This design comes from an exercise in tuning for small area, a short achievable clock period and few clock cycles per item on the open sky130 flow, not from production work. Function was checked by simulation only, so behaviour that the tests miss may differ from the original. Power is estimated from default activity; no workload was simulated.

main:
==> flow/design.v (excerpt) <==
module cnn_classifier (
    input  logic                    i_clk,
    input  logic                    i_rst,
    input  logic                    i_start,
    input  logic                    i_load_valid,
    input  logic                    i_load_sel,
    input  logic [6-1:0]  i_load_addr,
    input  logic [8-1:0]  i_load_data,
    output logic                    o_busy,
    output logic                    o_done,
    output logic                    o_decision,
    output logic [8-1:0] o_history
);
    logic [63:0][7:0] ring;
    logic [5:0]       head;
    logic [5:0]       head_n;
    logic [6:0]       pass_cnt;
    logic             busy;
    logic             done_r;
    logic             dec_r;
    logic [7:0]       hist_r;
    logic [8:0][7:0]  kw;
    logic [35:0][7:0] dw;
    logic       ld_v;
    logic       ld_sel;
    logic [5:0] ld_addr;
    logic [7:0] ld_data;
    logic       stream;
    logic [5:0] slot;
    logic       ld_img;
    logic       ld_wgt;
    logic       rot;
    logic       step;
    logic       first;
    logic [7:0] pix_in;
    logic [5:0] head_nx;
    logic [5:0] head_n_nx;
    assign head_nx   = step ? head_n : head;
    assign head_n_nx = step ? head_n + 6'd1 : head_n;
    always_ff @(posedge i_clk) begin
        ld_v    <= i_load_valid && !busy && !i_rst;
        ld_sel  <= i_load_sel;
        ld_addr <= i_load_addr;
        ld_data <= i_load_data;
        stream  <= i_load_valid && !busy && !i_rst && !i_load_sel && (i_load_addr == head_n_nx);
        slot    <= head_nx - i_load_addr;
    end
    assign ld_img = ld_v && !ld_sel;
    assign ld_wgt = ld_v && ld_sel;
    assign rot    = busy && !pass_cnt[6];
    assign step   = stream || rot;
    assign first  = step && (head_n == 6'd0) && (stream || (pass_cnt == 7'd0));
    assign pix_in = busy ? ring[63] : ld_data;
    logic [63:0][7:0] ring_nx;
    logic [63:0]      ring_we;
    always_comb begin
        ring_we[0] = step || (ld_img && (slot == 6'd0));
        ring_nx[0] = step ? pix_in : ld_data;
        for (int i = 1; i < 64; i++) begin
            ring_we[i] = step || (ld_img && (slot == 6'(i)));
            ring_nx[i] = step ? ring[i-1] : ld_data;
        end
    end
    always_ff @(posedge i_clk) begin
        for (int i = 0; i < 64; i++) begin
  ...
make LEC_CHECK=0 CAP_MARGIN=20 CORE_MARGIN=2 CORE_UTILIZATION=40 SETUP_SLACK_MARGIN=5 SLEW_MARGIN=20 SYNTH_HIERARCHICAL=1 finish   # period 8.0 ns
run.sh (not shown) runs the stock make flow with config.mk's settings and CLKGATE_MAP_FILE= SYNTH_SCRIPT=/design/flow/synth_recipe.tcl, a recipe that flattens the netlist after the stock synthesis.
Testbench counts of main, summed over its fixed seeds: cycles 6,984, items 96.
## Diff of input files: the feature branch against main
diff --git a/flow/design.v b/flow/design.v
--- a/flow/design.v
+++ b/flow/design.v
@@ -146,22 +146,24 @@
     assign kx3 = kw[3];
     assign kx4 = kw[4];
     assign kx5 = kw[5];
     assign kx6 = kw[6];
     assign kx7 = kw[7];
     assign kx8 = kw[8];
+    logic [9:0] ld_data3;
+    assign ld_data3 = {ld_data[7], ld_data, 1'b0} + {{2{ld_data[7]}}, ld_data};
     always_ff @(posedge i_clk) begin
-        k3_0 <= {kx0[7], kx0, 1'b0} + {{2{kx0[7]}}, kx0};
-        k3_1 <= {kx1[7], kx1, 1'b0} + {{2{kx1[7]}}, kx1};
-        k3_2 <= {kx2[7], kx2, 1'b0} + {{2{kx2[7]}}, kx2};
-        k3_3 <= {kx3[7], kx3, 1'b0} + {{2{kx3[7]}}, kx3};
-        k3_4 <= {kx4[7], kx4, 1'b0} + {{2{kx4[7]}}, kx4};
-        k3_5 <= {kx5[7], kx5, 1'b0} + {{2{kx5[7]}}, kx5};
-        k3_6 <= {kx6[7], kx6, 1'b0} + {{2{kx6[7]}}, kx6};
-        k3_7 <= {kx7[7], kx7, 1'b0} + {{2{kx7[7]}}, kx7};
-        k3_8 <= {kx8[7], kx8, 1'b0} + {{2{kx8[7]}}, kx8};
+        if (ld_wgt && (ld_addr == 6'd0)) k3_0 <= ld_data3;
+        if (ld_wgt && (ld_addr == 6'd1)) k3_1 <= ld_data3;
+        if (ld_wgt && (ld_addr == 6'd2)) k3_2 <= ld_data3;
+        if (ld_wgt && (ld_addr == 6'd3)) k3_3 <= ld_data3;
+        if (ld_wgt && (ld_addr == 6'd4)) k3_4 <= ld_data3;
+        if (ld_wgt && (ld_addr == 6'd5)) k3_5 <= ld_data3;
+        if (ld_wgt && (ld_addr == 6'd6)) k3_6 <= ld_data3;
+        if (ld_wgt && (ld_addr == 6'd7)) k3_7 <= ld_data3;
+        if (ld_wgt && (ld_addr == 6'd8)) k3_8 <= ld_data3;
     end
     logic [19:0] acc_s, acc_c, acc_in_s, acc_in_c;
     logic [11:0] fsel_c;
     logic [7:0]  dwt_c;
     logic [9:0]  dwt3_c;
     logic        wc;
@@ -1632,18 +1634,25 @@
     logic [7:0] feat_b;
     always_comb begin
         if (wsum_x[19:12] > 8'd160) feat_b = 8'hff;
         else if (wsum_x[19:12] == 8'd160 && wsum_x[11:0] != 12'd0) feat_b = wsum_x[11:4];
         else feat_b = '0;
     end
+    logic [5:0] row_oh, col_oh;
+    always_ff @(posedge i_clk) begin
+        for (int r = 0; r < 6; r++) begin
+            row_oh[r] <= !i_rst && (head_n_nx[5:3] == 3'(r + 2));
+            col_oh[r] <= !i_rst && (head_n_nx[2:0] == 3'(r + 2));
+        end
+    end
     logic [7:0] dsel_a;
     always_comb begin
         dsel_a = '0;
         for (int r = 0; r < 6; r++)
             for (int c = 0; c < 6; c++)
-                if (head_n[5:3] == 3'(r + 2) && head_n[2:0] == 3'(c + 2)) dsel_a = dw[r * 6 + c];
+                dsel_a = dsel_a | ({8{row_oh[r] && col_oh[c]}} & dw[r * 6 + c]);
     end
     assign acc_in_s = fc ? 20'd530432 : acc_s;
     assign acc_in_c = fc ? 20'd0 : acc_c;
     always_ff @(posedge i_clk) begin
         if (i_rst) begin
             vb <= 1'b0;
@@ -1689,9 +1698,15 @@
     always_ff @(posedge i_clk) begin
         busy_o <= busy_nx;
         done_o <= !i_rst && !done_r && fin;
     end
     assign o_busy     = busy_o;
     assign o_done     = done_o;
-    assign o_decision = dec_r;
-    assign o_history  = hist_r;
+    logic [7:0] hist_o;
+    always_ff @(posedge i_clk) begin
+        if (i_rst) hist_o <= '0;
+        else if (!done_r && fin) hist_o <= {hist_r[6:0], (acc > 0)};
+        else hist_o <= hist_r;
+    end
+    assign o_decision = hist_o[0];
+    assign o_history  = hist_o;
 endmodule
Notes after the runs:
In the flow results for main and the feature branch, the total wirelength of the detailed-routed design is smaller on the feature branch.
Compared with main, the feature branch shows a share of power burned in registers that is 0.9 points lower.
The worst setup slack of the feature branch falls short of that of main by 0.091 ns.
Final area, main and the feature branch: smaller value in the feature branch
Number of antenna repair diodes: main and the feature branch compared, higher one is main
Min wire length on met1 across main and the feature branch: the feature branch
Testbench counts of the feature branch, summed over its fixed seeds: cycles 6,984, items 96.

what the ideal ports hide:
The flow's constraints put no driver on any port. The routed layouts listed below were extracted and timed again, unchanged, in two steps.
Step 1: set_driving_cell puts a clkbuf_16 on i_clk and a buf_2 on each other input, an assumption about the parent block.
Step 2 times the ports against the registers' clock, not the clock port: input delays grow and output delays shrink by t, the midpoint of the rising clock arrivals with the driver on.
a / b / c = ideal / step 1 / step 2; a / b = the first two.
run	t, ns	setup WS [ns]	worst register clock-pin slew, ns
main	0.867	4.989 / 4.981 / 4.259	0.07 / 0.07
the feature branch	0.868	4.899 / 4.899 / 4.493	0.07 / 0.07
After both steps every run listed still meets setup and hold. For main, which loses most, drivers alone change the setup slack by -0.008 ns; drivers and shift together by -0.730 ns.
